What follows belongs to an exercise in optimizing a design on an open flow for small area, a short achievable clock period and few clock cycles per item; a production flow would make more cautious choices.
The RTL was checked by simulation tests, not by an equivalence proof against the original design.
Power is estimated from default activity; no workload was simulated.

### design/flow/config.mk
export PLATFORM = sky130hd
export DESIGN_NAME = proc_core_param
export DESIGN_NICKNAME = proc_core_param
export VERILOG_FILES = /design/flow/design.v
export SDC_FILE = /design/flow/constraint.sdc
export NUM_CORES = 4
export LEC_CHECK = 0
export CAP_MARGIN = 20
export CORE_MARGIN = 2
export CORE_UTILIZATION = 50
export CTS_CLUSTER_DIAMETER = 100
export CTS_CLUSTER_SIZE = 20
export SETUP_SLACK_MARGIN = 2.2
export SLEW_MARGIN = 20
export SYNTH_HIERARCHICAL = 1
export SYNTH_MINIMUM_KEEP_SIZE = 0
### design/flow/constraint.sdc
create_clock -name core_clock -period 6.0 [get_ports {clk}]
set_input_delay 1.2000 -clock core_clock [delete_from_list [all_inputs] [get_ports {clk}]]
set_output_delay 1.2000 -clock core_clock [all_outputs]
set_load 0.01 [all_outputs]
### design/flow/design.v
module proc_core_param #(
    parameter int DATA_W = 16,
    parameter int NREG   = 16,
    parameter int PC_W   = 8
) (
    input  logic                    clk,
    input  logic                    rst,
    input  logic                    run,
    output logic [PC_W-1:0]         imem_addr,
    input  logic [DATA_W-1:0]       imem_data,
    input  logic [$clog2(NREG)-1:0] dbg_sel,
    output logic [DATA_W-1:0]       dbg_data,
    output logic                    done,
    output logic                    halted,
    output logic                    zero_flag,
    output logic                    carry_flag,
    output logic                    illegal
);
    localparam int RA_W = $clog2(NREG);
    localparam logic [3:0] OP_NOP  = 4'd0;
    localparam logic [3:0] OP_LDI  = 4'd1;
    localparam logic [3:0] OP_MOV  = 4'd2;
    localparam logic [3:0] OP_ADD  = 4'd3;
    localparam logic [3:0] OP_SUB  = 4'd4;
    localparam logic [3:0] OP_JZ   = 4'd5;
    localparam logic [3:0] OP_HALT = 4'd6;
    logic [PC_W-1:0]              fa;
    logic                         dv;
    logic                         ir_v, ir_ldi, ir_mov, ir_add, ir_sub, ir_jz, ir_ill;
    logic [RA_W-1:0]              ir_rx;
    logic [DATA_W-1:0]            opa, opb, opa_d, opb_d;
    logic [NREG-1:0][DATA_W-1:0]  regs;
    logic [NREG-1:0]              valid, wrow;
    logic [3:0]                   d_op;
    logic [RA_W-1:0]              d_rx, d_ry;
    logic                         two_word, ex, first, d_halt, opa_zero, taken, go, we;
    logic [DATA_W-1:0]            wdata, rd_a, rd_b;
    logic [DATA_W:0]              s;
    assign d_op     = imem_data[DATA_W-1 -: 4];
    assign d_rx     = imem_data[DATA_W-5 -: RA_W];
    assign d_ry     = imem_data[DATA_W-5-RA_W -: RA_W];
    assign two_word = ir_ldi || ir_jz;
    assign ex       = ir_v && (!two_word || dv);
    assign first    = dv && !(ir_v && two_word);
    assign d_halt   = first && (d_op == OP_HALT);
    assign go       = run && !halted;
    assign we       = ex && (ir_ldi || ir_mov || ir_add || ir_sub);
    proc_core_param_zero16 u_z_opa (.x(opa), .y(opa_zero));
    assign taken     = ir_v && dv && ir_jz && opa_zero;
    assign imem_addr = taken ? imem_data[PC_W-1:0] : fa;
    logic [DATA_W-1:0] bx;
    assign bx    = opb ^ {DATA_W{ir_sub}};
    assign s     = {1'b0, opa} + {1'b0, bx} + {{DATA_W{1'b0}}, ir_sub};
    assign wdata = ir_ldi ? imem_data : ir_mov ? opb : s[DATA_W-1:0];
    logic [NREG-1:0]  dbg_oh, a_oh, b_oh;
    logic [NREG-1:0]  dbg_oh_hi;
    proc_core_param_dec16 u_dec_dbg_lo (.sel(dbg_sel), .en(valid), .oh(dbg_oh));
    proc_core_param_dec16 u_dec_dbg_hi (.sel(dbg_sel), .en(valid), .oh(dbg_oh_hi));
    assign a_oh   = ({{(NREG-1){1'b0}}, 1'b1} << d_rx) & valid;
    assign b_oh   = ({{(NREG-1){1'b0}}, 1'b1} << d_ry) & valid;
    proc_core_param_rdmux_fast #(.N(NREG), .W(DATA_W)) u_rd_dbg (.oh_lo(dbg_oh), .oh_hi(dbg_oh_hi), .r(regs), .q(dbg_data));
    proc_core_param_rdmux_small #(.W(DATA_W)) u_rd_a   (.oh(a_oh),   .r(regs), .q(rd_a));
    proc_core_param_rdmux_small #(.W(DATA_W)) u_rd_b   (.oh(b_oh),   .r(regs), .q(rd_b));
    always_ff @(posedge clk or posedge rst) begin
        if (rst) begin
            fa     <= '0;
            dv     <= 1'b0;
            ir_v   <= 1'b0;
            ir_ldi <= 1'b0;
            ir_mov <= 1'b0;
            ir_add <= 1'b0;
            ir_sub <= 1'b0;
            ir_jz  <= 1'b0;
            ir_ill <= 1'b0;
            ir_rx  <= '0;
        end else if (go) begin
            dv <= 1'b1;
            fa <= imem_addr + 1'b1;
            if (first) begin
                ir_v   <= !d_halt;
                ir_ldi <= (d_op == OP_LDI);
                ir_mov <= (d_op == OP_MOV);
                ir_add <= (d_op == OP_ADD);
                ir_sub <= (d_op == OP_SUB);
                ir_jz  <= (d_op == OP_JZ);
                ir_ill <= (d_op > OP_HALT);
                ir_rx  <= d_rx;
            end else if (ex) begin
                ir_v <= 1'b0;
            end
        end else begin
            dv <= 1'b0;
            fa <= fa - {{(PC_W-1){1'b0}}, dv};
        end
    end
    assign opa_d = (we && ir_rx == d_rx) ? wdata : rd_a;
    assign opb_d = (we && ir_rx == d_ry) ? wdata : rd_b;
    always_ff @(posedge clk) begin
        if (go && first) begin
            opa <= opa_d;
            opb <= opb_d;
        end
    end
    assign wrow = (go && we) ? ({{(NREG-1){1'b0}}, 1'b1} << ir_rx) : '0;
    logic [NREG-1:0][DATA_W-1:0]  regs_d;
    logic [NREG-1:0]              nwrow;
    logic [DATA_W-1:0]            wdata_n;
    assign nwrow   = ~wrow;
    assign wdata_n = ~wdata;
    for (genvar i = 0; i < NREG; i++) begin : g_wrow
        for (genvar j = 0; j < DATA_W; j++) begin : g_wbit
            logic h;
            proc_core_param_nand2 u_h (.a(regs[i][j]), .b(nwrow[i]), .y(h));
            proc_core_param_o21ai u_d (.a1(wdata_n[j]), .a2(nwrow[i]), .b1(h), .y(regs_d[i][j]));
        end
    end
    always_ff @(posedge clk) regs <= regs_d;
    always_ff @(posedge clk or posedge rst) begin
        if (rst) valid <= '0;
        else     valid <= valid | wrow;
    end
    always_ff @(posedge clk or posedge rst) begin
        if (rst) begin
            done       <= 1'b0;
            halted     <= 1'b0;
            zero_flag  <= 1'b0;
            carry_flag <= 1'b0;
            illegal    <= 1'b0;
        end else begin
            done <= go && ex;
            if (go) begin
                if (d_halt) halted <= 1'b1;
                if (ex && (ir_add || ir_sub)) begin
                    zero_flag  <= (s[DATA_W-1:0] == '0);
                    carry_flag <= s[DATA_W] ^ ir_sub;
                end
                if (ex && ir_ill) illegal <= 1'b1;
            end
        end
    end
endmodule
module proc_core_param_rdmux_fast #(
    parameter int N = 16,
    parameter int W = 16
) (
    input  logic [N-1:0]   oh_lo,
    input  logic [N-1:0]   oh_hi,
    input  logic [N*W-1:0] r,
    output logic [W-1:0]   q
);
    for (genvar j = 0; j < W; j++) begin : g_bit
        logic [N-1:0] oh;
        logic [3:0] t;
        assign oh = (j < W / 2) ? oh_lo : oh_hi;
        logic [1:0] n;
        for (genvar m = 0; m < 4; m++) begin : g_q
            logic [3:0] col;
            for (genvar k = 0; k < 4; k++) begin : g_col
                assign col[k] = r[(4*m+k)*W + j];
            end
            proc_core_param_ao4 u_ao (.s(oh[4*m +: 4]), .d(col), .y(t[m]));
        end
        proc_core_param_nor2  u_n0 (.a(t[0]), .b(t[1]), .y(n[0]));
        proc_core_param_nor2  u_n1 (.a(t[2]), .b(t[3]), .y(n[1]));
        proc_core_param_nand2 u_q  (.a(n[0]), .b(n[1]), .y(q[j]));
    end
endmodule
module proc_core_param_ao4 (
    input  logic [3:0] s,
    input  logic [3:0] d,
    output logic       y
);
    assign y = |(s & d);
endmodule
module proc_core_param_nor2 (
    input  logic a, b,
    output logic y
);
    assign y = ~(a | b);
endmodule
module proc_core_param_nand2 (
    input  logic a, b,
    output logic y
);
    assign y = ~(a & b);
endmodule
module proc_core_param_zero16 (
    input  logic [15:0] x,
    output logic        y
);
    logic [7:0] n1;
    logic [3:0] n2;
    logic [1:0] n3;
    logic       nz;
    for (genvar i = 0; i < 8; i++) begin : g_l1
        proc_core_param_nor2 u (.a(x[2*i]), .b(x[2*i+1]), .y(n1[i]));
    end
    for (genvar i = 0; i < 4; i++) begin : g_l2
        proc_core_param_nand2 u (.a(n1[2*i]), .b(n1[2*i+1]), .y(n2[i]));
    end
    for (genvar i = 0; i < 2; i++) begin : g_l3
        proc_core_param_nor2 u (.a(n2[2*i]), .b(n2[2*i+1]), .y(n3[i]));
    end
    proc_core_param_nand2 u_l4 (.a(n3[0]), .b(n3[1]), .y(nz));
    assign y = ~nz;
endmodule
module proc_core_param_o21ai (
    input  logic a1, a2, b1,
    output logic y
);
    assign y = ~((a1 | a2) & b1);
endmodule
module proc_core_param_rdmux_small #(
    parameter int W = 16
) (
    input  logic [15:0]     oh,
    input  logic [16*W-1:0] r,
    output logic [W-1:0]    q
);
    for (genvar j = 0; j < W; j++) begin : g_bit
        logic [5:0] t;
        for (genvar m = 0; m < 5; m++) begin : g_aoi
            proc_core_param_aoi222 u_aoi (
                .a1(oh[3*m]),   .a2(r[(3*m)*W + j]),
                .b1(oh[3*m+1]), .b2(r[(3*m+1)*W + j]),
                .c1(oh[3*m+2]), .c2(r[(3*m+2)*W + j]), .y(t[m]));
        end
        proc_core_param_nand2 u_last (.a(oh[15]), .b(r[15*W + j]), .y(t[5]));
        proc_core_param_nand6 u_or (.a(t), .y(q[j]));
    end
endmodule
module proc_core_param_aoi222 (
    input  logic a1, a2, b1, b2, c1, c2,
    output logic y
);
    assign y = ~((a1 & a2) | (b1 & b2) | (c1 & c2));
endmodule
module proc_core_param_nand6 (
    input  logic [5:0] a,
    output logic       y
);
    assign y = ~&a;
endmodule
module proc_core_param_dec16 (
    input  logic [3:0]  sel,
    input  logic [15:0] en,
    output logic [15:0] oh
);
    assign oh = (16'd1 << sel) & en;
endmodule
### design/flow/flow/run.sh
#!/bin/bash
# Standard layout; the port buffers are buf_4 cells instead of the default
# choice, and after global routing extra gate sizing runs on the worst paths
# (flow/post_grt.tcl).
bash standard.sh "BUFFER_PORTS_ARGS=-buffer_cell sky130_fd_sc_hd__buf_4" "POST_GLOBAL_ROUTE_TCL=$PWD/flow/post_grt.tcl" finish > standard.log 2>&1
### design/flow/flow/post_grt.tcl
# Greedy gate sizing on the worst setup path, after global routing (with global-
# route parasitics): for each cell on the worst path, try the other drive
# strengths of the same cell and keep the change that most improves the worst
# slack. Then legalize, reroute the changed nets and rewrite the route guides.
proc my_sizes {cell} {
  set name [get_name $cell]
  if {![regexp {^(.*_)[0-9]+$} $name -> base]} { return {} }
  set out {}
  foreach c [get_lib_cells */${base}*] {
    set n [get_name $c]
    if {[regexp "^${base}\[0-9\]+\$" $n]} { lappend out $n }
  }
  return $out
}

proc my_worst {} { return [expr {[sta::worst_slack_cmd max] * 1e9}] }

proc my_ep_slack {ep} {
  return [get_property [lindex [find_timing_paths -to $ep -path_delay max] 0] slack]
}

# Upsize or downsize one cell at a time on the worst path: a change is kept when
# it improves that path's endpoint without lowering the worst slack.
proc my_size_pass {max_iter target} {
  set changed 0
  for {set it 0} {$it < $max_iter} {incr it} {
    set ws [my_worst]
    if {$ws >= $target} { break }
    set pe [lindex [find_timing_paths -path_delay max -sort_by_slack -group_path_count 1] 0]
    set ep [get_property $pe endpoint]
    set insts {}
    foreach pt [get_property $pe points] {
      set pin [get_property $pt pin]
      if {[$pin instance] eq "NULL"} { continue }
      if {[get_property $pin direction] ne "output"} { continue }
      set inst [get_cells -of_objects $pin]
      if {[regexp {__(e?df|dl|sdf)} [get_property $inst ref_name]]} { continue }
      lappend insts $inst
    }
    set best_es $ws
    set best {}
    foreach inst $insts {
      set iname [get_full_name $inst]
      set cur [get_property $inst ref_name]
      foreach cand [my_sizes [get_lib_cells */$cur]] {
        if {$cand eq $cur} { continue }
        replace_cell $iname [lindex [get_lib_cells */$cand] 0]
        set es [my_ep_slack $ep]
        if {$es > $best_es + 0.001 && [my_worst] >= $ws - 0.0001} {
          set best_es $es
          set best [list $iname $cand]
        }
        replace_cell $iname [lindex [get_lib_cells */$cur] 0]
      }
    }
    if {$best eq {}} { break }
    replace_cell [lindex $best 0] [lindex [get_lib_cells */[lindex $best 1]] 0]
    incr changed
    puts "my_size: [lindex $best 0] -> [lindex $best 1], [get_full_name $ep] $ws -> $best_es, worst [my_worst]"
  }
  return $changed
}

puts "my_size: start, worst slack [my_worst]"
global_route -start_incremental
set n [my_size_pass 400 2.8]
detailed_placement
global_route -end_incremental
estimate_parasitics -global_routing
puts "my_size: resized $n cells, worst slack [my_worst]"
write_guides $::env(RESULTS_DIR)/route.guide
### design/flow/standard.sh
#!/bin/bash
# synth_recipe.tcl (not shown) runs the flow's synth.tcl, then flattens the netlist and writes it again
# the make line also repeats each setting of config.mk as NAME=value (left out here)
make -C /OpenROAD-flow-scripts/flow DESIGN_CONFIG=/design/flow/config.mk WORK_HOME=/design/flow/orfs CLKGATE_MAP_FILE= SYNTH_SCRIPT=/design/flow/synth_recipe.tcl "${@:-finish}"
==> results.yml, run 1 <==
run_status:
  outcome: "complete, no violations"
route:
  ant_nets: 0
  drt_iter0_markers: 2792
  routedWlPerCell_um: 25.50
  vias: 16480
  dr.pass1.iters: 10
  wl_um: 61510
  drt-vias-per-instance: 6.831
  post-route-drc-count: 0
finish:
  instances_no_fill: 2412
  syn2layout_area_growth_pct: 10.92
  final_common_cell: "nand2_1"
  n_antenna_cell: 0
  drive_gt1_share_pct: 9.949
  finalNetCount: 2004
  mostFrequentLayoutCells: "nand2_1, o21ai_1, dfxtp_1"
  n_fill_cell: 3061
clock_network:
  clk_path_buf_depth: 3
  clk_root_buffer_cell: "clkbuf_16"
  cts_tree: "done"
  cts_buffers: 20
  path_clk_slew_ns: 0.08
  hold_buffers: 0
  ctsResizeCount: 40
  clkSinkCount: 329
  htree_levels: 1
  clk_latency_ns: 0.55
  cts_setup_buffers: 0
sta:
  drv_slew: 0
  setup_tns_ns: 0
  fin_crit_sh_pct: 65.51
  final-setup-viol-count: 0
  hold_viol: 0
  layout_min_cycle_time_ns: 3.930
  max_freq_ghz: 0.2544
  worstMarginPinSlew_ns: 1.084
  skew_ns: 0.02157
  slew_headroom_pct: 27.75
critical_path:
  crit_top_cell: "nand2_1"
  worst-endpoint-arrival_ns: 2.73
  worstPathRequired_ns: 4.80
  cp_cell_sequence: "buf_4 > and2_1 > and3_2 > a22oi_1 > nand2_1 > nor2_1 > nand2_1 > buf_1"
  slowest_stage: "and3_2"
  critical_path.max_fanout: 8
  crit_type: "primary input to primary output"
  max_stage_delay_ns: 0.30
  endpoint_kind: "primary output"
  cp-start-kind: "primary input"
yosys:
  synthDistinctLibCells: 69
  syn-cell-area_um2: 16480
  synth_nets: 1929
  ys.warnings.count: 7
  syn_inst: 1886
  ys_async_sr_fraction_pct: 12.46
  synth-edff-count: 32
  ys_ff_latch: 329
  synth-seq-area-share_pct: 43.16
  synth_ff_type: "dfxtp_1"
  avgSynthCellArea_um2: 8.738
grt:
  grt_pass1_wl_um: 91630
  antenna_found_initial: 0
  grt_use_total_pct: 35.06
  grt_pass1_vias: 15210
  grt_start_max_net_pins: 42
  overflow: 0
floorplanning:
  io-pin-count: 52
  initial_core_util_pct: 50.65
  fp.dieH_um: 185.5
  rows: 66
  die_x_um: 185.5
  core-area_um2: 32540
  die_area_um2: 34430
placed_design:
  port_buffers: 51
  dp_hpwl_um: 41470
  place_inst: 2380
  routabilityCongestion: 0.9323
power_and_ir_drop:
  power.density_nw_per_um2: 387.5
  peakVddDrop_v: 0.0003257
  design_power_total_mw: 7.083
  p_leak_nw: 6.946
worst_hold_path:
  hold_class: "register to register"
flow_run:
  maxCapViolations: 0
==> modules after synthesis (local to each module, per instance), excerpt <==
| module | area [um2] | flip-flops and latches |
|---|---|---|
| proc_core_param | 10340 | 329 |
| proc_core_param_dec16 | 146.4 | 0 |
| proc_core_param_ao4 | 18.77 | 0 |
| proc_core_param_nand6 | 13.76 | 0 |
| proc_core_param_aoi222 | 10.01 | 0 |
| proc_core_param_o21ai | 5.005 | 0 |
| proc_core_param_nand2 | 3.754 | 0 |
| proc_core_param_nor2 | 3.754 | 0 |
| proc_core_param_zero16 | 3.754 | 0 |
==> worst paths after layout <==
kind | slack [ns] | to | from | depth (start not counted)
max | 2.07 | dbg_data[9] | dbg_sel[0] | 8
min | 0.46 | illegal | illegal | 1
max reg2reg | 2.34 | zero_flag | ir_sub | 10
min reg2reg | 0.46 | illegal | illegal | 1
max in group asynchronous | 4.73 | ir_sub | rst | 3
min in group asynchronous | 0.79 | fa[3] | rst | 3
==> registers in the layout, summed over array words and instances (netlist names), 4 cells and up <==
name	count
opb	16
valid	16
regs	256
opa	16
ir_rx	4
fa	8
==> routing by layer <==
layer  share of wire [%]  vias up  GRT usage (%)
li1                    -     7469              -
met1                  41     7833          47.90
met2                  43     1017          53.10
met3                  12      157          8.276
met4                 4.1        0          14.87
met5                   0        -              0
==> Yosys cell counts, drive strengths merged (10+ instances only) <==
library cell | count | share of area, %
nand3 | 45 | 1.4
clkbuf | 10 | 0.23
xnor2 | 18 | 0.96
nand2 | 423 | 9.6
xor2 | 22 | 1.2
and2 | 10 | 0.38
dfrtp | 41 | 6.2
a22oi | 130 | 5.9
mux2 | 30 | 2.1
and3 | 70 | 2.7
mux2i | 11 | 0.67
ha | 19 | 1.4
dfxtp | 256 | 31
inv | 34 | 0.77
a222oi | 160 | 9.7
and4 | 32 | 1.7
o21ai | 288 | 8.7
nand2b | 26 | 0.99
a21oi | 23 | 0.72
nor2 | 77 | 1.8
edfxtp | 32 | 5.8
nor2b | 23 | 0.87
==> cell type report <==
cell class / count / area (um2) / share of cell area [%]
multi-input combinational: 1505 / 9435 / 51.62
sequential: 329 / 7113 / 38.91
clock buffer: 30 / 559.3 / 3.060
tap: 442 / 553.0 / 3.026
timing repair buffer: 69 / 467.9 / 2.560
inverter: 36 / 138.9 / 0.7598
clock inverter: 1 / 11.26 / 0.06161
==> report_power, final <==
| group | switching, mW | total (mW) | internal [mW] |
|---|---|---|---|
| combinational | 1.24 | 1.97 | 0.723 |
| clock | 0.776 | 1.43 | 0.651 |
| sequential | 0.777 | 3.69 | 2.91 |
==> metrics by stage <==
stage | hold WS [ns] | instance area [um2] | setup WS, ns | util [%]
floorplan | 0.4494 | 16480 | 2.272 | -
global placement | 0.4420 | 17490 | 1.972 | 53.75
detailed placement | 0.4457 | 17490 | 1.879 | 53.75
CTS | 0.4651 | 18140 | 2.205 | 55.75
finish | 0.4591 | 18280 | 2.070 | 56.18
==> logic make-up after synthesis <==
group                    after synthesis  share of synthesized area (%)
flip-flops                           329                          43.16
AO/OA/AOI/OAI                        655                          27.92
multiplexers                          41                          2.764
AND/OR/NAND/NOR                      749                          21.27
buffers and inverters                 52                          1.207
XOR/XNOR                              40                          2.126
adder cells (fa/ha/maj)               20                          1.564
==> critical path, delay by kind of cell <==
family          cells  cell delay [ns]
buf+inv             2             0.32
compound gates      1             0.21
simple gates        5             0.99
Testbench counts, summed over its fixed seeds: cycles 21,661, instrs 15,299.
==> run 2: changes to the inputs <==
==> design/flow/flow/run.sh (replaced) <==
#!/bin/bash
# Standard layout; the port buffers are buf_4 cells instead of the default
# choice, and before global routing extra gate sizing runs on the worst paths
# (flow/pre_grt.tcl).
bash standard.sh "BUFFER_PORTS_ARGS=-buffer_cell sky130_fd_sc_hd__buf_4" "PRE_GLOBAL_ROUTE_TCL=$PWD/flow/pre_grt.tcl" finish > standard.log 2>&1
==> design/flow/flow/pre_grt.tcl (new file) <==
# Greedy gate sizing on the worst setup paths before global routing (with
# placement parasitics): for each cell on the worst path, try the other drive
# strengths of the same cell and keep the change that most improves that path
# without lowering the worst slack. Then legalize the placement.
proc my_sizes {cell} {
  set name [get_name $cell]
  if {![regexp {^(.*_)[0-9]+$} $name -> base]} { return {} }
  set out {}
  foreach c [get_lib_cells */${base}*] {
    set n [get_name $c]
    if {[regexp "^${base}\[0-9\]+\$" $n]} { lappend out $n }
  }
  return $out
}

proc my_worst {} { return [expr {[sta::worst_slack_cmd max] * 1e9}] }

proc my_ep_slack {ep} {
  return [get_property [lindex [find_timing_paths -to $ep -path_delay max] 0] slack]
}

# Upsize or downsize one cell at a time on the worst path: a change is kept when
# it improves that path's endpoint without lowering the worst slack.
proc my_size_pass {max_iter target} {
  set changed 0
  for {set it 0} {$it < $max_iter} {incr it} {
    set ws [my_worst]
    if {$ws >= $target} { break }
    set pe [lindex [find_timing_paths -path_delay max -sort_by_slack -group_path_count 1] 0]
    set ep [get_property $pe endpoint]
    set insts {}
    foreach pt [get_property $pe points] {
      set pin [get_property $pt pin]
      if {[$pin instance] eq "NULL"} { continue }
      if {[get_property $pin direction] ne "output"} { continue }
      set inst [get_cells -of_objects $pin]
      if {[regexp {__(e?df|dl|sdf)} [get_property $inst ref_name]]} { continue }
      lappend insts $inst
    }
    set best_es $ws
    set best {}
    foreach inst $insts {
      set iname [get_full_name $inst]
      set cur [get_property $inst ref_name]
      foreach cand [my_sizes [get_lib_cells */$cur]] {
        if {$cand eq $cur} { continue }
        replace_cell $iname [lindex [get_lib_cells */$cand] 0]
        set es [my_ep_slack $ep]
        if {$es > $best_es + 0.001 && [my_worst] >= $ws - 0.0001} {
          set best_es $es
          set best [list $iname $cand]
        }
        replace_cell $iname [lindex [get_lib_cells */$cur] 0]
      }
    }
    if {$best eq {}} { break }
    replace_cell [lindex $best 0] [lindex [get_lib_cells */[lindex $best 1]] 0]
    incr changed
    puts "my_size: [lindex $best 0] -> [lindex $best 1], [get_full_name $ep] $ws -> $best_es, worst [my_worst]"
  }
  return $changed
}

set_propagated_clock [all_clocks]
estimate_parasitics -placement
puts "my_size: start, worst slack [my_worst]"
set n [my_size_pass 400 2.7]
detailed_placement
estimate_parasitics -placement
puts "my_size: resized $n cells, worst slack [my_worst]"
removed: design/flow/flow/post_grt.tcl
==> run 2 against run 1 <==
  * Still clean
  * Clock skew increased by 0.00061 ns
  * Core utilization decreased by 0.12 points
  * Critical path depth unchanged
  * Combinational power is essentially flat
  * Total power about the same
  * Critical path type unchanged
==> results.yml, run 2 <==
grt:
  grt_pass1_wl_um: 91780
  grt_start_max_net_pins: 42
  antenna_found_initial: 0
  overflow: 0
  grt_use_total_pct: 35.11
  grt_pass1_vias: 15230
clock_network:
  path_clk_slew_ns: 0.08
  clkSinkCount: 329
  clk_path_buf_depth: 3
  clk_latency_ns: 0.55
  hold_buffers: 0
  htree_levels: 1
  clk_root_buffer_cell: "clkbuf_16"
  cts_tree: "done"
  cts_buffers: 20
sta:
  drv_slew: 0
  slew_headroom_pct: 25.03
  rsz0062_at_grt: "true"
  layout_min_cycle_time_ns: 3.824
  worstMarginPinSlew_ns: 1.125
  skew_ns: 0.02219
  fin_crit_sh_pct: 63.74
  final-setup-viol-count: 0
  max_freq_ghz: 0.2615
  setup_tns_ns: 0
  fin_ws_ns: 2.176
  hold_viol: 0
floorplanning:
  io-pin-count: 52
  initial_core_util_pct: 50.65
  rows: 66
  die_area_um2: 34430
  fp.dieH_um: 185.5
  die_x_um: 185.5
  core-area_um2: 32540
yosys:
  ys_async_sr_fraction_pct: 12.46
  synth_common_cells: "nand2_1, o21ai_1, dfxtp_1, a222oi_1, a22oi_1"
  synth_ff_type: "dfxtp_1"
  synth-seq-area-share_pct: 43.16
  ys.warnings.count: 7
  yosysMostFrequentCell: "nand2_1"
  synth.largest_area_cell: "dfxtp_1"
  synth-edff-count: 32
  ys_ff_latch: 329
  syn_inst: 1886
  synth_nets: 1929
  avgSynthCellArea_um2: 8.738
  syn-cell-area_um2: 16480
  synth_top_area_share_pct: 31.10
  synthDistinctLibCells: 69
  yosys-top-cells-area: "dfxtp_1, a222oi_1, nand2_1"
finish:
  final_util_pct: 56.06
  syn2layout_area_growth_pct: 10.68
  mostFrequentLayoutCells: "nand2_1, o21ai_1, dfxtp_1"
  top_register: "regs"
  drive_gt1_share_pct: 9.086
  n_antenna_cell: 0
  n_fill_cell: 3072
  instances_no_fill: 2412
  largest_reg_flops: 256
  finalNetCount: 2004
  final_common_cell: "nand2_1"
critical_path:
  r2r_slack_ns: 2.36
  crit_top_cell: "nand2_1"
  cp-start-kind: "primary input"
  crit_start: "dbg_sel[1]"
  worstPathRequired_ns: 4.80
  r2r_start: "ir_sub"
  cp_top_family: "simple AND/OR/NAND/NOR gates"
  critical_path.max_fanout: 8
  crit_buf_inv: 2
  max_stage_delay_ns: 0.42
  worst-endpoint-arrival_ns: 2.62
  cp_cell_sequence: "buf_12 > nor2b_1 > and3_2 > a22oi_1 > nand2_1 > nor2_2 > nand2_1 > buf_1"
  endpoint_kind: "primary output"
  crit_type: "primary input to primary output"
  rr_worst_depth: 10
  slowest_stage: "and3_2"
  r2r_end: "zero_flag"
placed_design:
  port_buffers: 51
  place_inst: 2380
  dp_hpwl_um: 41470
  routabilityCongestion: 0.9323
  pre_cts_ws_ns: 1.879
route:
  dr.pass1.iters: 12
  topRoutingLayerUsed: "met4"
  met1_length_um: 25320
  vias: 16520
  routedWlPerCell_um: 25.54
  routed-wl-met3_um: 7265
  drt-vias-per-instance: 6.848
  wl_um: 61600
  ant_nets: 0
  wl_met2_um: 26450
  drt_iter0_markers: 2823
  post-route-drc-count: 0
worst_hold_path:
  min_from: "illegal"
  hold_depth: 1
  hold_class: "register to register"
  holdPathEnd: "illegal"
flow_run:
  maxCapViolations: 0
power_and_ir_drop:
  p_leak_nw: 6.962
  power.density_nw_per_um2: 388.0
  peakVddDrop_v: 0.0003260
run_status:
  outcome: "complete, no violations"
==> run 2: cell counts after synthesis <==
No cell type changed its count.
==> run 2: per-layer routing <==
metal  track usage, %  vias up
li1                 -     7482
met1            47.79     7820
met2            53.36     1052
met3            8.374      163
met4            14.80        0
met5                0        -
==> run 2: kinds of logic after synthesis <==
family                     count (synthesis)  synth area share, %
muxes                                     41                2.764
xor gates and xnor gates                  40                2.126
AOI/OAI and AO/OA                        655                27.92
adders and majority gates                 20                1.564
DFF                                      329                43.16
and+or+nand+nor                          749                21.27
buffers and inverters                     52                1.207
==> run 2: layout make-up <==
| cell class | instances | area, um2 | area share, % |
|---|---|---|---|
| flip-flops and latches | 329 | 7113 | 39.00 |
| clock buffers | 30 | 559.3 | 3.066 |
| well taps | 442 | 553.0 | 3.032 |
| multi-input cells | 1505 | 9360 | 51.32 |
| inverters | 36 | 138.9 | 0.7614 |
| repair buffers | 69 | 504.2 | 2.764 |
| clock inverters | 1 | 11.26 | 0.06174 |
==> run 2: worst max-delay path by stage <==
stage                              end  slack [ns]  cells past startpoint
after floorplan                 opa[8]        2.27                     10
after global placement       regs[178]        1.97                      9
after detailed placement      regs[83]        1.88                      8
after CTS                 dbg_data[12]        2.21                      8
after global routing       dbg_data[7]        2.11                      8
final                      dbg_data[9]        2.18                      8
==> run 2: Yosys stat by module (local to each module, per instance), a selection <==
module / cell area (um2) / cells / times used
proc_core_param_nand2: 3.754 / 1 / 309
proc_core_param_o21ai: 5.005 / 1 / 256
proc_core_param_dec16: 146.4 / 24 / 2
proc_core_param: 10340 / 814 / 1
proc_core_param_aoi222: 10.01 / 1 / 160
proc_core_param_nor2: 3.754 / 1 / 42
proc_core_param_ao4: 18.77 / 3 / 64
proc_core_param_zero16: 3.754 / 1 / 1
proc_core_param_nand6: 13.76 / 2 / 32
==> run 2: report_power, final <==
group	internal (mW)	switching, mW
logic	0.724	1.25
clock network	0.651	0.775
registers	2.91	0.768
total	4.29	2.79
==> run 2: repair_timing <==
| action | in CTS | in global routing |
|---|---|---|
| gates resized for setup | 40 | 28 |
| pin swaps | 0 | 1 |
| cloned | 0 | 0 |
| endpoints found under the setup margin | 46 | 86 |
| setup buffers | 0 | 1 |
==> run 2: metrics by stage <==
step	area [um2]	hold WS (ns)	power (mW)
floorplan	16480	0.4494	4.801
global placement	17490	0.4420	5.504
detailed placement	17490	0.4457	5.578
CTS	18140	0.4651	6.985
global route	18240	0.4809	7.477
finish	18240	0.4592	7.077
==> run 2: worst register-to-register path, cell delays in order (launching register included) <==
cell	delay, ns
dfrtp_2	0.65
buf_4	0.29
xor2_1	0.12
ha_1	0.39
o211ai_1	0.16
o211ai_1	0.54
a211o_1	0.20
and3_1	0.23
nor4b_1	0.67
nand4_1	0.18
o21ai_1	0.15
==> run 3: changes to the inputs <==
--- a/design/flow/flow/pre_grt.tcl
+++ b/design/flow/flow/pre_grt.tcl
@@ -1,3 +1,3 @@
 # Greedy gate sizing on the worst setup paths before global routing (with
-# placement parasitics): for each cell on the worst path, try the other drive
+# placement parasitics, re-estimated after every change): for each cell on the worst path, try the other drive
 # strengths of the same cell and keep the change that most improves that path
@@ -26,2 +26,3 @@
   for {set it 0} {$it < $max_iter} {incr it} {
+    estimate_parasitics -placement
     set ws [my_worst]
@@ -47,2 +48,3 @@
         replace_cell $iname [lindex [get_lib_cells */$cand] 0]
+        estimate_parasitics -placement
         set es [my_ep_slack $ep]
@@ -66,3 +68,3 @@
 puts "my_size: start, worst slack [my_worst]"
-set n [my_size_pass 400 2.7]
+set n [my_size_pass 100 2.7]
 detailed_placement
==> run 3 against run 2 <==
  * Still clean on timing, DRC and antenna
  * Count of clock-buffer cells in the layout did not move
  * Setup slack improved by 0.042 ns
  * Combinational power barely moved
  * Via count barely moved
  * Die area did not move
  * Area after synthesis did not move
  * Critical endpoint is now dbg_data[13]
  * Highest routed layer unchanged
==> results.yml, run 3 <==
run_status:
  outcome: "complete, no violations"
sta:
  hold_viol: 0
  fin_ws_ns: 2.218
  worstMarginPinSlew_ns: 1.111
  rsz0062_at_grt: "true"
  skew_ns: 0.02379
  setup_tns_ns: 0
  slew_headroom_pct: 25.92
  final-setup-viol-count: 0
  max_freq_ghz: 0.2644
  drv_slew: 0
  fin_crit_sh_pct: 63.03
  layout_min_cycle_time_ns: 3.782
placed_design:
  dp_hpwl_um: 41470
  routabilityCongestion: 0.9323
  placed_cell_area_um2: 17490
  port_buffers: 51
  pre_cts_ws_ns: 1.879
yosys:
  synth_top_area_share_pct: 31.10
  synth-seq-area-share_pct: 43.16
  ys.warnings.count: 7
  synth.largest_area_cell: "dfxtp_1"
  synth-edff-count: 32
  syn-cell-area_um2: 16480
  synth_ff_type: "dfxtp_1"
  avgSynthCellArea_um2: 8.738
  synth_nets: 1929
  yosysMostFrequentCell: "nand2_1"
  syn_inst: 1886
  synthDistinctLibCells: 69
  ys_async_sr_fraction_pct: 12.46
  yosys-top-cells-area: "dfxtp_1, a222oi_1, nand2_1"
  ys_ff_latch: 329
  synth_common_cells: "nand2_1, o21ai_1, dfxtp_1, a222oi_1, a22oi_1"
clock_network:
  clkSinkCount: 329
  cts_buffers: 20
  htree_levels: 1
  path_clk_slew_ns: 0.08
  clk_latency_ns: 0.55
  cts_tree: "done"
  clk_root_buffer_cell: "clkbuf_16"
  clk_path_buf_depth: 3
floorplanning:
  core-area_um2: 32540
  die_x_um: 185.5
  die_area_um2: 34430
  initial_core_util_pct: 50.65
  io-pin-count: 52
  rows: 66
  fp.dieH_um: 185.5
grt:
  grt_start_max_net_pins: 42
  grt_use_total_pct: 35.12
  overflow: 0
  grt_pass1_wl_um: 91890
  antenna_found_initial: 0
  grt_pass1_vias: 15230
power_and_ir_drop:
  seq_power_share_pct: 51.8
  p_clk_share_pct: 20.1
  power.density_nw_per_um2: 387.1
  internal_power_mw: 4.308
  design_power_total_mw: 7.108
  p_sw_share_pct: 39.39
  switchingPower_mw: 2.800
  peakVddDrop_v: 0.0003140
  p_leak_nw: 7.053
  combPwrFrac_pct: 28.1
critical_path:
  critical_path.max_fanout: 8
  cp_cell_sequence: "buf_12 > nor2b_2 > and3_2 > a22oi_1 > nand2_1 > nor2_1 > nand2_1 > buf_4"
  rr_worst_depth: 11
  worst-endpoint-arrival_ns: 2.58
  cp_top_family: "simple AND/OR/NAND/NOR gates"
  crit_buf_inv: 2
  crit_top_cell: "nand2_1"
  cp.depth: 8
  slowest_stage: "and3_2"
  cp-start-kind: "primary input"
  crit_type: "primary input to primary output"
  max_stage_delay_ns: 0.33
  endpoint_kind: "primary output"
  worstPathRequired_ns: 4.80
worst_hold_path:
  hold_class: "register to register"
  hold_depth: 1
finish:
  fin_area_um2: 18360
  final_common_cell: "nand2_1"
  n_fill_cell: 3039
  top_register: "regs"
  drive_gt1_share_pct: 10.20
  largest_reg_flops: 256
  final_util_pct: 56.43
  finalNetCount: 2005
  n_antenna_cell: 0
  mostFrequentLayoutCells: "nand2_1, o21ai_1, dfxtp_1"
  syn2layout_area_growth_pct: 11.42
route:
  vias: 16530
  drt-vias-per-instance: 6.848
  post-route-drc-count: 0
  routedWlPerCell_um: 25.48
  drt_iter0_markers: 2914
  wl_um: 61490
  dr.pass1.iters: 12
  ant_nets: 0
flow_run:
  maxCapViolations: 0
[run 3: cell counts after synthesis]
Identical to the previous run, type by type.
[run 3: final cells by class]
type                    instances  area (um2)  area share (%)
clock inverters                 1       11.26         0.06133
well taps                     442       553.0           3.012
multi-input cells            1505        9379           51.08
clock buffers                  30       559.3           3.046
inverters                      36       141.4          0.7700
flip-flops and latches        329        7113           38.74
repair buffers                 70       604.3           3.291
[run 3: path summary, 6_finish.rpt]
path | startpoint | to | slack [ns]
setup / recovery | dbg_sel[2] | dbg_data[13] | 2.22
hold / removal | illegal | illegal | 0.46
setup reg to reg | ir_sub | regs[77] | 2.45
hold reg to reg | illegal | illegal | 0.46
max in group asynchronous | rst | ir_sub | 4.74
min in group asynchronous | rst | fa[3] | 0.79
[run 3: per-layer routing]
layer / part of all wire (%) / vias to the layer above / global-route usage [%]
li1: - / 7479 / -
met4: 3.9 / 0 / 14.83
met5: 0 / - / 0
met3: 12 / 153 / 7.807
met1: 41 / 7803 / 48.30
met2: 43 / 1090 / 53.21
[run 3: stage by stage]
stage          instances  hold slack, ns
6_report            2413          0.4591
5_1_grt             2413          0.4809
4_1_cts             2411          0.4651
3_5_place_dp        2380          0.4457
3_3_place_gp        2380          0.4420
2_1_floorplan       1886          0.4494
[run 3: timing repair]
item,CTS,global route
hold buffers,0,0
resized for setup,40,13
setup buffers,0,1
pin swaps,0,1
setup endpoints to repair,46,74
[run 3: modules after synthesis, one instance, submodules excluded, a selection]
module                  copies in the design  flip-flops and latches  cells inside
proc_core_param_nand6                     32                       0             2
proc_core_param_nor2                      42                       0             1
proc_core_param                            1                     329           814
proc_core_param_dec16                      2                       0            24
proc_core_param_o21ai                    256                       0             1
proc_core_param_ao4                       64                       0             3
proc_core_param_zero16                     1                       0             1
proc_core_param_nand2                    309                       0             1
proc_core_param_aoi222                   160                       0             1
[run 3: power groups by stage]
stage | Clock [mW] | Sequential (mW) | Combinational [mW]
detailed placement | 0 | 3.67 | 1.90
global route | 1.52 | 3.77 | 2.21
floorplan | 0 | 3.43 | 1.37
CTS | 1.44 | 3.63 | 1.91
global placement | 0 | 3.65 | 1.85
finish | 1.43 | 3.68 | 2.00
[run 3: logic make-up (layout without fill, tap and decap cells)]
logic type,count (synthesis),in the layout,synth area share (%)
simple gates,749,749,21.27
compound gates,655,655,27.92
flops,329,329,43.16
buf+inv,52,137,1.207
mux,41,41,2.764
xor+xnor,40,40,2.126
fa+ha+maj,20,20,1.564
==> run 4: changes to the inputs <==
--- a/design/flow/flow/pre_grt.tcl
+++ b/design/flow/flow/pre_grt.tcl
@@ -68,3 +68,3 @@
 puts "my_size: start, worst slack [my_worst]"
-set n [my_size_pass 100 2.7]
+set n [my_size_pass 120 2.8]
 detailed_placement
--- a/design/flow/config.mk
+++ b/design/flow/config.mk
@@ -11,4 +11,4 @@
 export CTS_CLUSTER_DIAMETER = 100
-export CTS_CLUSTER_SIZE = 20
-export SETUP_SLACK_MARGIN = 2.2
+export CTS_CLUSTER_SIZE = 22
+export SETUP_SLACK_MARGIN = 2.5
 export SLEW_MARGIN = 20
==> run 4 against run 3 <==
  * Combinational power rose by 7%
  * Wire length rose by 1.7%
  * Setup slack gained 0.12 ns
  * Synthesized cell count is the same
  * Sequential share of layout area shrank 1.8 points
  * Fmax increased by 3.1%
  * Design area rose by 4.9%
  * Count of clock-buffer cells in the layout down 3
==> results.yml, run 4 <==
run_status:
  outcome: "complete, no violations"
sta:
  slew_headroom_pct: 24.21
  max_freq_ghz: 0.2727
  fin_crit_sh_pct: 61.11
  drv_slew: 0
  rsz0062_at_grt: "true"
  fin_hold_ws_ns: 0.4636
  layout_min_cycle_time_ns: 3.667
  hold_viol: 0
  setup_tns_ns: 0
  skew_ns: 0.02929
  worstMarginPinSlew_ns: 1.137
  final-setup-viol-count: 0
finish:
  top_register: "regs"
  drive_gt1_share_pct: 17.74
  finalNetCount: 2024
  syn2layout_area_growth_pct: 16.85
  final_common_cell: "nand2_1"
  mostFrequentLayoutCells: "nand2_1, o21ai_1, dfxtp_1"
  largest_reg_flops: 256
  n_antenna_cell: 0
  fin_area_um2: 19260
  final_util_pct: 59.18
grt:
  overflow: 0
  grt_start_max_net_pins: 42
  top_usage_layer: "met2"
  antenna_found_initial: 2
  grt_pass1_wl_um: 93540
  grt_use_total_pct: 35.59
  grt_pass1_vias: 15170
  use_met2_pct: 52.85
  grt_util_met1_pct: 49.72
  use_met3_pct: 8.355
yosys:
  synth_nets: 1929
  ys_async_sr_fraction_pct: 12.46
  yosys-top-cells-area: "dfxtp_1, a222oi_1, nand2_1"
  synth.largest_area_cell: "dfxtp_1"
  syn-cell-area_um2: 16480
  synth_common_cells: "nand2_1, o21ai_1, dfxtp_1, a222oi_1, a22oi_1"
  yosysMostFrequentCell: "nand2_1"
  ys_ff_latch: 329
  synth-edff-count: 32
  ys.warnings.count: 7
  synth_ff_type: "dfxtp_1"
  syn_inst: 1886
  avgSynthCellArea_um2: 8.738
  synth-seq-area-share_pct: 43.16
  synthDistinctLibCells: 69
  synth_top_area_share_pct: 31.10
floorplanning:
  core-area_um2: 32540
  die_x_um: 185.5
  initial_core_util_pct: 50.65
  die_area_um2: 34430
  rows: 66
  fp.dieH_um: 185.5
  io-pin-count: 52
critical_path:
  r2r_slack_ns: 2.65
  worst-endpoint-arrival_ns: 2.47
  critical_path.max_fanout: 8
  crit_type: "primary input to primary output"
  worstPathRequired_ns: 4.80
  endpoint_kind: "primary output"
  r2r_start: "opa[0]"
  cp-start-kind: "primary input"
  crit_start: "dbg_sel[3]"
  r2r_end: "regs[124]"
  rr_worst_depth: 13
route:
  wl_um: 62550
  drt-vias-per-instance: 6.861
  post-route-drc-count: 0
  dr.pass1.iters: 9
  routedWlPerCell_um: 25.72
  vias: 16690
  drt_iter0_markers: 2917
  ant_nets: 0
clock_network:
  path_clk_slew_ns: 0.09
  htree_levels: 1
  clkSinkCount: 329
  clk_root_buffer_cell: "clkbuf_16"
  cts_tree: "done"
  clk_path_buf_depth: 3
  cts_buffers: 19
  clk_latency_ns: 0.55
worst_hold_path:
  hold_class: "register to register"
  hold_depth: 1
  min_from: "illegal"
  holdPathEnd: "illegal"
power_and_ir_drop:
  p_leak_nw: 7.148
  combPwrFrac_pct: 29.5
  p_clk_share_pct: 19.1
  p_sw_share_pct: 40.09
  seq_power_share_pct: 51.4
  power.density_nw_per_um2: 378.9
  internal_power_mw: 4.371
  design_power_total_mw: 7.296
  peakVddDrop_v: 0.0003147
  switchingPower_mw: 2.925
placed_design:
  placed_cell_area_um2: 17490
  dp_hpwl_um: 41850
  routabilityCongestion: 0.9233
  port_buffers: 51
flow_run:
  maxCapViolations: 0
## run 4: cell types whose count changed in the layout (fill, tap and decap cells not counted), moves of 12 or more
| cell | before | now |
|---|---|---|
| a22oi_1 | 128 | 46 |
| a22oi_2 | 2 | 84 |
| and3_2 | 19 | 0 |
| and3_4 | 11 | 32 |
| buf_6 | 3 | 15 |
| nor2_1 | 65 | 49 |
| nor2_2 | 5 | 21 |
## run 4: final cells by class
type / count / area (um2)
Multi-Input combinational cell: 1505 / 10060
Tap cell: 442 / 553.0
Fill cell: 2998 / 13280
Timing Repair Buffer: 90 / 832.0
Clock buffer: 27 / 509.2
Clock inverter: 3 / 33.78
Sequential cell: 329 / 7113
Inverter: 36 / 150.1
## run 4: kinds of logic after synthesis
logic type,synth area share (%)
buffers and inverters,1.207
AND/OR/NAND/NOR,21.27
flip-flops,43.16
AO/OA/AOI/OAI,27.92
adder cells (fa/ha/maj),1.564
XOR/XNOR,2.126
multiplexers,2.764
## run 4: modules after synthesis, one instance, submodules excluded, a selection
module                  cells  times used  cell area (um2)  flip-flops and latches
proc_core_param_nor2        1          42            3.754                       0
proc_core_param_o21ai       1         256            5.005                       0
proc_core_param_nand2       1         309            3.754                       0
proc_core_param_dec16      24           2            146.4                       0
proc_core_param           814           1            10340                     329
proc_core_param_zero16      1           1            3.754                       0
proc_core_param_nand6       2          32            13.76                       0
proc_core_param_aoi222      1         160            10.01                       0
## run 4: worst max-delay path, stage by stage
cell and delay [ns]:
buf_12 0.12, and2b_4 0.18, and3_4 0.24, a22oi_2 0.17, nand2_1 0.09, nor2_2 0.20, nand2_1 0.12, buf_6 0.13
## run 4: power by group through the flow
| stage | Combinational [mW] | Sequential, mW | Clock [mW] |
|---|---|---|---|
| final | 2.15 | 3.75 | 1.39 |
| after global routing | 2.37 | 3.83 | 1.49 |
| after CTS | 1.97 | 3.67 | 1.41 |
| after detailed placement | 1.90 | 3.68 | 0 |
| after global placement | 1.85 | 3.66 | 0 |
| after floorplan | 1.37 | 3.43 | 0 |
## run 4: worst max-delay path by stage
stage,end,slack (ns)
6_report,dbg_data[10],2.33
2_1_floorplan,regs[124],2.53
3_3_place_gp,regs[129],1.94
4_1_cts,dbg_data[8],2.35
5_1_grt,dbg_data[2],2.33
3_5_place_dp,regs[164],1.86
## run 4: layer usage
metal / routed length [um] / vias to the layer above
li1: - / 7510
met5: 109 / -
met3: 7178 / 211
met4: 2562 / 6
met1: 26120 / 7898
met2: 26590 / 1061
## run 4: metrics by stage
step / worst slack, ns / cells
detailed placement: 1.858 / 2380
CTS: 2.345 / 2416
global route: 2.332 / 2432
floorplan: 2.530 / 1886
finish: 2.333 / 2432
global placement: 1.941 / 2380
## run 4: repair_timing
action | in CTS | in global routing
pin swaps | 54 | 73
buffers inserted | 6 | 16
gates resized for setup | 156 | 105
setup endpoints to repair | 135 | 193
hold buffers | 0 | 0
==> run 5: changes to the inputs <==
--- a/design/flow/flow/pre_grt.tcl
+++ b/design/flow/flow/pre_grt.tcl
@@ -68,3 +68,3 @@
 puts "my_size: start, worst slack [my_worst]"
-set n [my_size_pass 120 2.8]
+set n [my_size_pass 100 2.7]
 detailed_placement
--- a/design/flow/config.mk
+++ b/design/flow/config.mk
@@ -12,3 +12,3 @@
 export CTS_CLUSTER_SIZE = 22
-export SETUP_SLACK_MARGIN = 2.5
+export SETUP_SLACK_MARGIN = 2.35
 export SLEW_MARGIN = 20
==> run 5 against run 4 <==
  * Clock skew fell by 0.0049 ns
  * Sequential power barely moved
  * Register-to-register slack got worse by 0.14 ns
  * Die area did not move
  * Global-route usage fell by 0.37 points
  * Synthesized cell count did not move
  * First-iteration DRC count fell by 4.5%
  * Sequential share of layout area rose by 0.89 points
  * Wire length fell by 1.8%
==> results.yml, run 5 <==
run_status:
  outcome: "complete, no violations"
sta:
  max_freq_ghz: 0.2729
  final-setup-viol-count: 0
  hold_viol: 0
  fin_crit_sh_pct: 61.08
  skew_ns: 0.02441
  fin_hold_ws_ns: 0.4739
  drv_slew: 0
  layout_min_cycle_time_ns: 3.665
  worstMarginPinSlew_ns: 1.108
  rsz0062_at_grt: "true"
  setup_tns_ns: 0
  slew_headroom_pct: 26.11
floorplanning:
  core-area_um2: 32540
  io-pin-count: 52
  die_area_um2: 34430
  die_x_um: 185.5
  initial_core_util_pct: 50.65
  rows: 66
  fp.dieH_um: 185.5
critical_path:
  cp.depth: 8
  worst-endpoint-arrival_ns: 2.46
  cp_top_family: "simple AND/OR/NAND/NOR gates"
  crit_start: "dbg_sel[1]"
  crit_type: "primary input to primary output"
  critical_path.max_fanout: 8
  r2r_start: "ir_sub"
  crit_buf_inv: 2
  endpoint_kind: "primary output"
  cp_cell_sequence: "buf_12 > nor2b_2 > and3_4 > a22oi_1 > nand2_1 > nor2_4 > nand2_2 > buf_1"
  cp-start-kind: "primary input"
  cp-endpoint: "dbg_data[7]"
  rr_worst_depth: 12
  worstPathRequired_ns: 4.80
  slowest_stage: "and3_4"
  r2r_slack_ns: 2.51
  r2r_end: "regs[220]"
  max_stage_delay_ns: 0.35
yosys:
  synth_nets: 1929
  synth_compound_area_share_pct: 27.92
  ys.warnings.count: 7
  synth.largest_area_cell: "dfxtp_1"
  yosys-top-cells-area: "dfxtp_1, a222oi_1, nand2_1"
  synth_ff_type: "dfxtp_1"
  synth-seq-area-share_pct: 43.16
  yosysMostFrequentCell: "nand2_1"
  synth_top_family_by_area: "compound AO/OA/AOI/OAI gates"
  ys_ff_latch: 329
  synth_common_cells: "nand2_1, o21ai_1, dfxtp_1, a222oi_1, a22oi_1"
  ys_async_sr_fraction_pct: 12.46
  synth-edff-count: 32
  synthXorXnorAreaFrac_pct: 2.126
  synth_top_area_share_pct: 31.10
  avgSynthCellArea_um2: 8.738
  synthAdderAreaFrac_pct: 1.564
  syn_inst: 1886
  syn-cell-area_um2: 16480
  synthDistinctLibCells: 69
  synthMuxAreaShare_pct: 2.764
  synthSimpleGateAreaFrac_pct: 21.27
grt:
  grt_use_total_pct: 35.21
  antenna_found_initial: 2
  grt_pass1_wl_um: 92700
  grt_pass1_vias: 15330
  overflow: 0
  grt_start_max_net_pins: 42
clock_network:
  cts_buffers: 18
  clk_path_buf_depth: 3
  clkSinkCount: 329
  path_clk_slew_ns: 0.09
  htree_levels: 1
  clk_root_buffer_cell: "clkbuf_16"
  hold_buffers: 0
  cts_tree: "done"
  clk_latency_ns: 0.53
placed_design:
  place_inst: 2380
  placed_cell_area_um2: 17520
  dp_hpwl_um: 41600
  routabilityCongestion: 0.9199
  port_buffers: 51
power_and_ir_drop:
  p_leak_nw: 7.006
  design_power_total_mw: 7.109
  peakVddDrop_v: 0.0002556
  power.density_nw_per_um2: 378.0
flow_run:
  maxCapViolations: 0
finish:
  instances_no_fill: 2412
  top_register: "regs"
  syn2layout_area_growth_pct: 14.13
  finalNetCount: 2007
  mostFrequentLayoutCells: "nand2_1, o21ai_1, dfxtp_1"
  final_common_cell: "nand2_1"
  fin_area_um2: 18810
  largest_reg_flops: 256
  drive_gt1_share_pct: 13.92
route:
  wl_um: 61410
  drt_iter0_markers: 2786
  dr.pass1.iters: 10
  vias: 16390
  drt-vias-per-instance: 6.795
  post-route-drc-count: 0
  routedWlPerCell_um: 25.46
  ant_nets: 0
worst_hold_path:
  hold_class: "register to register"
==> run 5: layout make-up <==
type	count	area, um2
Tap cell	442	553.0
Inverter	36	153.9
Antenna cell	1	2.502
Sequential cell	329	7116
Fill cell	2964	13730
Timing Repair Buffer	74	693.2
Clock buffer	25	498.0
Multi-Input combinational cell	1505	9792
==> run 5: how the worst min path moves through the flow <==
| stage | endpoint | depth (start not counted) | slack [ns] | startpoint |
|---|---|---|---|---|
| 6_report | illegal | 1 | 0.47 | illegal |
| 4_1_cts | illegal | 1 | 0.48 | illegal |
| 2_1_floorplan | illegal | 1 | 0.45 | ir_ill |
| 5_1_grt | illegal | 1 | 0.49 | illegal |
| 3_3_place_gp | illegal | 1 | 0.45 | illegal |
| 3_5_place_dp | illegal | 1 | 0.46 | illegal |
==> run 5: cells by family after synthesis <==
family,Yosys count
adder cells (fa/ha/maj),20
buffers and inverters,52
AO/OA/AOI/OAI,655
XOR/XNOR,40
AND/OR/NAND/NOR,749
multiplexers,41
flip-flops,329
==> run 5: layer usage <==
metal  share of wire, %  track usage (%)  vias to the layer above
met3                 12            7.963                      146
met4                3.6            13.70                        0
met2                 43            53.31                     1069
met5                  0                0                        -
li1                   -                -                     7473
met1                 41            48.79                     7701
==> run 5: metrics by stage <==
step | worst slack [ns] | util, %
6_report | 2.335 | 57.81
4_1_cts | 2.298 | 56.86
3_5_place_dp | 1.648 | 53.85
2_1_floorplan | 2.477 | -
5_1_grt | 2.302 | 57.80
3_3_place_gp | 1.845 | 53.71
==> run 5: where the power goes <==
part | switching, mW | internal (mW) | leakage [nW]
clock network | 0.725 | 0.582 | 0.241
logic | 1.27 | 0.803 | 3.85
registers | 0.816 | 2.91 | 2.91
==> run 5: repair_timing <==
| item | in CTS | in global routing |
|---|---|---|
| pin swaps | 45 | 19 |
| setup endpoints to repair | 155 | 184 |
| setup buffers | 3 | 3 |
| gates resized for setup | 133 | 40 |
==> run 5: modules after synthesis, one instance, submodules excluded, a selection <==
module,times used,cell area (um2)
proc_core_param,1,10340
proc_core_param_ao4,64,18.77
proc_core_param_aoi222,160,10.01
proc_core_param_dec16,2,146.4
proc_core_param_nand2,309,3.754
proc_core_param_nand6,32,13.76
proc_core_param_nor2,42,3.754
proc_core_param_o21ai,256,5.005
proc_core_param_zero16,1,3.754
==> run 6: changes to the inputs <==
--- a/design/flow/config.mk
+++ b/design/flow/config.mk
@@ -9,3 +9,3 @@
 export CORE_MARGIN = 2
-export CORE_UTILIZATION = 50
+export CORE_UTILIZATION = 60
 export CTS_CLUSTER_DIAMETER = 100
==> run 6 against run 5 <==
  * Largest cell class unchanged
  * Area after synthesis unchanged
  * First-iteration DRC count up 23%
  * Cell count down 4.2%
  * Wire length down 1.7%
  * Highest routed layer is now met5
==> results.yml, run 6 <==
run_status:
  outcome: "complete, no violations"
critical_path:
  crit_type: "primary input to primary output"
  cp_top_family: "simple AND/OR/NAND/NOR gates"
  worst-endpoint-arrival_ns: 2.47
  cp-start-kind: "primary input"
  worstPathRequired_ns: 4.80
  crit_top_cell: "nor2_1"
  endpoint_kind: "primary output"
  max_stage_delay_ns: 0.34
  crit_buf_inv: 2
  slowest_stage: "and3_4"
  cp_cell_sequence: "buf_12 > nor2_1 > and3_4 > a22oi_1 > nand2_1 > nor2_1 > nand2_2 > buf_6"
  critical_path.max_fanout: 8
yosys:
  ys_ff_latch: 329
  synth-edff-count: 32
  ys.warnings.count: 7
  avgSynthCellArea_um2: 8.738
  synthDistinctLibCells: 69
  synth_ff_type: "dfxtp_1"
  synth_common_cells: "nand2_1, o21ai_1, dfxtp_1, a222oi_1, a22oi_1"
  ys_async_sr_fraction_pct: 12.46
  synth_top_area_share_pct: 31.10
  syn-cell-area_um2: 16480
  yosysMostFrequentCell: "nand2_1"
  synth_nets: 1929
  syn_inst: 1886
  synth-seq-area-share_pct: 43.16
  yosys-top-cells-area: "dfxtp_1, a222oi_1, nand2_1"
  synth.largest_area_cell: "dfxtp_1"
grt:
  grt_pass1_vias: 15500
  overflow: 0
  grt_start_max_net_pins: 42
  grt_use_total_pct: 40.65
  grt_pass1_wl_um: 90490
  antenna_found_initial: 2
finish:
  seq_area_um2: 7112
  multiInputGateArea_um2: 9787
  final_util_pct: 69.21
  finalNetCount: 2004
  fin_area_um2: 18650
  n_antenna_cell: 0
  n_fill_cell: 2248
  largest_reg_flops: 256
  instances_no_fill: 2310
  syn2layout_area_growth_pct: 13.19
  drive_gt1_share_pct: 13.71
  mostFrequentLayoutCells: "nand2_1, o21ai_1, dfxtp_1"
  top_register: "regs"
  final_common_cell: "nand2_1"
clock_network:
  cts_buffers: 18
  path_clk_slew_ns: 0.09
  cts_tree: "done"
  clk_latency_ns: 0.53
  htree_levels: 1
  clk_root_buffer_cell: "clkbuf_16"
  clk_path_buf_depth: 3
  clkSinkCount: 329
route:
  drt-vias-per-instance: 7.330
  routedWlPerCell_um: 26.13
  post-route-drc-count: 0
  ant_nets: 0
  dr.pass1.iters: 11
  vias: 16930
  drt_iter0_markers: 3418
  wl_um: 60360
worst_hold_path:
  hold_class: "register to register"
floorplanning:
  initial_core_util_pct: 61.15
  io-pin-count: 52
  die_area_um2: 28810
  die_x_um: 169.7
  rows: 60
  core-area_um2: 26950
  fp.dieH_um: 169.7
sta:
  setup_tns_ns: 0
  skew_ns: 0.01584
  fin_crit_sh_pct: 61.23
  fin_hold_ws_ns: 0.4826
  worstMarginPinSlew_ns: 1.091
  rsz0062_at_grt: "true"
  layout_min_cycle_time_ns: 3.674
  slew_headroom_pct: 26.97
  drv_slew: 0
  hold_viol: 0
  fin_ws_ns: 2.326
  max_freq_ghz: 0.2722
  final-setup-viol-count: 0
placed_design:
  routabilityCongestion: 0.9497
  port_buffers: 51
  place_inst: 2278
  pre_cts_ws_ns: 1.725
  dp_hpwl_um: 39630
  placed_cell_area_um2: 17390
flow_run:
  maxCapViolations: 0
power_and_ir_drop:
  design_power_total_mw: 7.064
  p_leak_nw: 7.058
  power.density_nw_per_um2: 378.7
  peakVddDrop_v: 0.0002975
run 6: kinds of logic after synthesis:
family	Yosys count	share of synthesized area [%]
and+or+nand+nor	749	21.27
AOI/OAI and AO/OA	655	27.92
DFF	329	43.16
buffers and inverters	52	1.207
muxes	41	2.764
xor gates and xnor gates	40	2.126
adders and majority gates	20	1.564
run 6: Yosys stat by module (local to each module, per instance), excerpt:
module,times used,cells,flops+latches,cell area [um2]
proc_core_param_aoi222,160,1,0,10.01
proc_core_param_o21ai,256,1,0,5.005
proc_core_param_nor2,42,1,0,3.754
proc_core_param_nand6,32,2,0,13.76
proc_core_param,1,814,329,10340
proc_core_param_dec16,2,24,0,146.4
proc_core_param_ao4,64,3,0,18.77
proc_core_param_zero16,1,1,0,3.754
proc_core_param_nand2,309,1,0,3.754
run 6: metal layers:
metal	part of all wire (%)	global-route usage, %
met3	14	12.80
met4	4.7	19.14
met1	38	53.49
met5	0.038	0.6957
met2	43	60.91
run 6: cell type report:
| cell class | instances | share of cell area, % |
|---|---|---|
| Clock buffer | 28 | 2.730 |
| Inverter | 36 | 0.7379 |
| Multi-Input combinational cell | 1505 | 52.47 |
| Sequential cell | 329 | 38.13 |
| Tap cell | 341 | 2.287 |
| Timing Repair Buffer | 71 | 3.649 |
run 6: final timing paths:
path / to / slack (ns) / cells after the start / from
worst max-delay path: dbg_data[7] / 2.33 / 8 / dbg_sel[3]
worst max register to register: zero_flag / 2.38 / 12 / ir_sub
worst min-delay path: illegal / 0.48 / 1 / illegal
max in group asynchronous: valid[7] / 4.76 / 3 / rst
min in group asynchronous: fa[4] / 0.81 / 3 / rst
worst min register to register: illegal / 0.48 / 1 / illegal
run 6: timing repair:
item / CTS / global route
pin swaps: 39 / 35
endpoints found under the setup margin: 59 / 98
buffers inserted: 2 / 1
hold buffers: 0 / 0
resized for setup: 123 / 45
hold endpoints to repair: 0 / 0
run 6: power breakdown:
part,leakage [nW],internal (mW),switching (mW)
logic,3.90,0.754,1.27
registers,2.91,2.91,0.805
clock network,0.245,0.589,0.737
total,7.06,4.25,2.81
run 6: worst register-to-register path: stages (launching register included):
cell and delay [ns]:
dfrtp_1 0.37, buf_4 0.24, mux2i_2 0.29, inv_1 0.12
fa_1 0.43, a211oi_1 0.35, o211ai_1 0.29, buf_4 0.23
a21oi_1 0.21, o22ai_1 0.12, nor4b_1 0.59, nand4_1 0.17
o21ai_1 0.15
==> run 7: changes to the inputs <==
--- a/design/flow/flow/pre_grt.tcl
+++ b/design/flow/flow/pre_grt.tcl
@@ -3,3 +3,4 @@
 # strengths of the same cell and keep the change that most improves that path
-# without lowering the worst slack. Then legalize the placement.
+# without lowering the worst slack. Then downsize cells off the critical paths,
+# and legalize the placement.
 proc my_sizes {cell} {
@@ -65,2 +66,48 @@
 
+# Downsize cells off the critical paths: a smaller drive strength is kept when
+# every path through the cell keeps at least guard ns more slack than the
+# worst slack had before, and the worst slack does not drop.
+proc my_downsize_pass {guard} {
+  estimate_parasitics -placement
+  set ws0 [my_worst]
+  set changed 0
+  set saved 0.0
+  foreach inst [get_cells *] {
+    set cur [get_property $inst ref_name]
+    if {[regexp {__(e?df|dl|sdf|clkbuf|clkinv|tap|fill|decap)} $cur]} { continue }
+    set sizes [my_sizes [get_lib_cells */$cur]]
+    if {[llength $sizes] < 2} { continue }
+    set cur_area [get_property [lindex [get_lib_cells */$cur] 0] area]
+    set iname [get_full_name $inst]
+    set outs {}
+    foreach p [get_pins -of_objects $inst -filter "direction == output"] { lappend outs $p }
+    if {$outs eq {}} { continue }
+    # smaller cells, smallest first
+    set cands {}
+    foreach c $sizes {
+      set a [get_property [lindex [get_lib_cells */$c] 0] area]
+      if {$a < $cur_area - 0.01} { lappend cands [list $a $c] }
+    }
+    foreach ac [lsort -real -index 0 $cands] {
+      set c [lindex $ac 1]
+      replace_cell $iname [lindex [get_lib_cells */$c] 0]
+      estimate_parasitics -placement
+      set ok [expr {[my_worst] >= $ws0 - 0.0001}]
+      if {$ok} {
+        set pe [lindex [find_timing_paths -through [lindex $outs 0] -path_delay max] 0]
+        if {$pe ne "" && [get_property $pe slack] < $ws0 + $guard} { set ok 0 }
+      }
+      if {$ok} {
+        incr changed
+        set saved [expr {$saved + $cur_area - [lindex $ac 0]}]
+        break
+      }
+      replace_cell $iname [lindex [get_lib_cells */$cur] 0]
+    }
+  }
+  estimate_parasitics -placement
+  puts "my_downsize: $changed cells, [format %.1f $saved] um2 saved, worst slack $ws0 -> [my_worst]"
+  return $changed
+}
+
 set_propagated_clock [all_clocks]
@@ -69,2 +116,3 @@
 set n [my_size_pass 100 2.7]
+my_downsize_pass 0.1
 detailed_placement
--- a/design/flow/config.mk
+++ b/design/flow/config.mk
@@ -9,3 +9,3 @@
 export CORE_MARGIN = 2
-export CORE_UTILIZATION = 60
+export CORE_UTILIZATION = 50
 export CTS_CLUSTER_DIAMETER = 100
==> run 7 against run 6 <==
  * Sequential share of layout area increased by 0.16 points
  * Die area increased by 20%
  * Design area decreased by 0.38%
  * Global-route usage decreased by 5.4 points
  * Still clean on timing, DRC and antenna
  * First-iteration DRC count decreased by 20%
  * Sequential power about the same
  * Via count decreased by 2.7%
  * Highest routed layer is now met4
==> results.yml, run 7 <==
yosys:
  synth.largest_area_cell: "dfxtp_1"
  syn_inst: 1886
  ys_ff_latch: 329
  synth-seq-area-share_pct: 43.16
  syn-cell-area_um2: 16480
  avgSynthCellArea_um2: 8.738
  ys_async_sr_fraction_pct: 12.46
  synthDistinctLibCells: 69
  ys.warnings.count: 7
  yosys-top-cells-area: "dfxtp_1, a222oi_1, nand2_1"
  synth_common_cells: "nand2_1, o21ai_1, dfxtp_1, a222oi_1, a22oi_1"
  synth_top_area_share_pct: 31.10
  synth_nets: 1929
critical_path:
  max_stage_delay_ns: 0.36
  r2r_slack_ns: 2.54
  crit_type: "primary input to primary output"
  r2r_start: "ir_sub"
  slowest_stage: "and3_4"
  critical_path.max_fanout: 8
  rr_worst_depth: 12
  worst-endpoint-arrival_ns: 2.46
  cp-start-kind: "primary input"
  worstPathRequired_ns: 4.80
  r2r_end: "regs[252]"
  endpoint_kind: "primary output"
placed_design:
  port_buffers: 51
  dp_hpwl_um: 41600
  routabilityCongestion: 0.9199
finish:
  largest_reg_flops: 256
  syn2layout_area_growth_pct: 12.76
  fin_area_um2: 18580
  drive_gt1_share_pct: 12.14
  seq_area_um2: 7116
  n_fill_cell: 3018
  finalNetCount: 2007
floorplanning:
  initial_core_util_pct: 50.65
  io-pin-count: 52
  die_area_um2: 34430
  fp.dieH_um: 185.5
  rows: 66
clock_network:
  path_clk_slew_ns: 0.09
  clk_latency_ns: 0.53
  htree_levels: 1
  cts_buffers: 18
  clk_path_buf_depth: 3
  clkSinkCount: 329
sta:
  drv_slew: 0
  worstMarginPinSlew_ns: 1.089
  slew_headroom_pct: 27.38
  rsz0062_at_grt: "true"
  setup_tns_ns: 0
  layout_min_cycle_time_ns: 3.663
  skew_ns: 0.01903
  max_freq_ghz: 0.2730
route:
  post-route-drc-count: 0
  wl_met2_um: 26430
  dr.pass1.iters: 10
  topRoutingLayerUsed: "met4"
  wl_um: 61310
  vias: 16470
run_status:
  outcome: "complete, no violations"
power_and_ir_drop:
  design_power_total_mw: 7.059
  p_leak_nw: 6.880
  power.density_nw_per_um2: 379.9
worst_hold_path:
  hold_class: "register to register"
  hold_depth: 1
  min_from: "illegal"
grt:
  overflow: 0
  grt_pass1_vias: 15320
  grt_start_max_net_pins: 42
flow_run:
  maxCapViolations: 0
[run 7: cell counts after synthesis]
Identical to the previous run, type by type.
[run 7: per-layer routing]
metal	up-vias	global-route usage (%)
met5	-	0
met3	137	7.885
met2	1084	53.31
li1	7473	-
met4	0	13.64
met1	7778	48.91
[run 7: how the worst max path moves through the flow]
stage	from	end	slack (ns)
6_report	dbg_sel[1]	dbg_data[7]	2.34
5_1_grt	dbg_sel[1]	dbg_data[7]	2.30
4_1_cts	dbg_sel[2]	dbg_data[7]	2.30
3_5_place_dp	run	regs[84]	1.65
3_3_place_gp	run	regs[124]	1.85
2_1_floorplan	ir_sub	opa[8]	2.48
[run 7: what timing repair did]
action                                  CTS  global route
pin swaps                                45            17
endpoints found under the setup margin  155           177
buffers inserted                          3             3
endpoints found under the hold margin     0             0
gates resized for setup                 133            37
[run 7: final cells by class]
| class | count | area share, % |
|---|---|---|
| multi-input combinational | 1505 | 52.26 |
| clock buffer | 25 | 2.680 |
| inverter | 36 | 0.8282 |
| sequential | 329 | 38.29 |
| antenna | 1 | 0.01347 |
| timing repair buffer | 74 | 2.956 |
| tap | 442 | 2.976 |
[run 7: per-module statistics from Yosys (local to each module, per instance), a selection]
module	flip-flops and latches	copies in the design	cell area, um2
proc_core_param_nand6	0	32	13.76
proc_core_param	329	1	10340
proc_core_param_dec16	0	2	146.4
proc_core_param_nand2	0	309	3.754
proc_core_param_ao4	0	64	18.77
proc_core_param_o21ai	0	256	5.005
proc_core_param_zero16	0	1	3.754
proc_core_param_aoi222	0	160	10.01
proc_core_param_nor2	0	42	3.754
[run 7: kinds of logic after synthesis]
group / synth area share, %
xor+xnor: 2.126
fa+ha+maj: 1.564
compound gates: 27.92
mux: 2.764
simple gates: 21.27
buf+inv: 1.207
flops: 43.16
[run 7: where the power goes]
part / total, mW / switching [mW] / internal, mW
Sequential: 3.72 / 0.811 / 2.91
Combinational: 2.03 / 1.26 / 0.768
Clock: 1.31 / 0.730 / 0.582
Total: 7.06 / 2.80 / 4.26
[run 7: metrics by stage]
stage                     hold slack [ns]  worst slack (ns)  util, %  cells
after floorplan                    0.4494             2.477        -   1886
after CTS                          0.4763             2.298    56.86   2408
after global routing               0.4889             2.302    57.11   2411
after global placement             0.4501             1.845    53.71   2378
final                              0.4698             2.337    57.11   2412
after detailed placement           0.4553             1.648    53.85   2380
[run 7: worst max-delay path, delay by kind of cell]
kind | cells | cell delay (ns)
simple gates | 5 | 0.90
buf+inv | 2 | 0.26
compound gates | 1 | 0.11

Re-timed with assumed drivers on the ports (clkbuf_16 on the clock, buf_2 on other inputs), run 7 has 2.270 ns of setup slack against 2.337 ns with ideal ports, and 1.860 ns once port delays also move by the mid clock arrival of 0.573 ns.
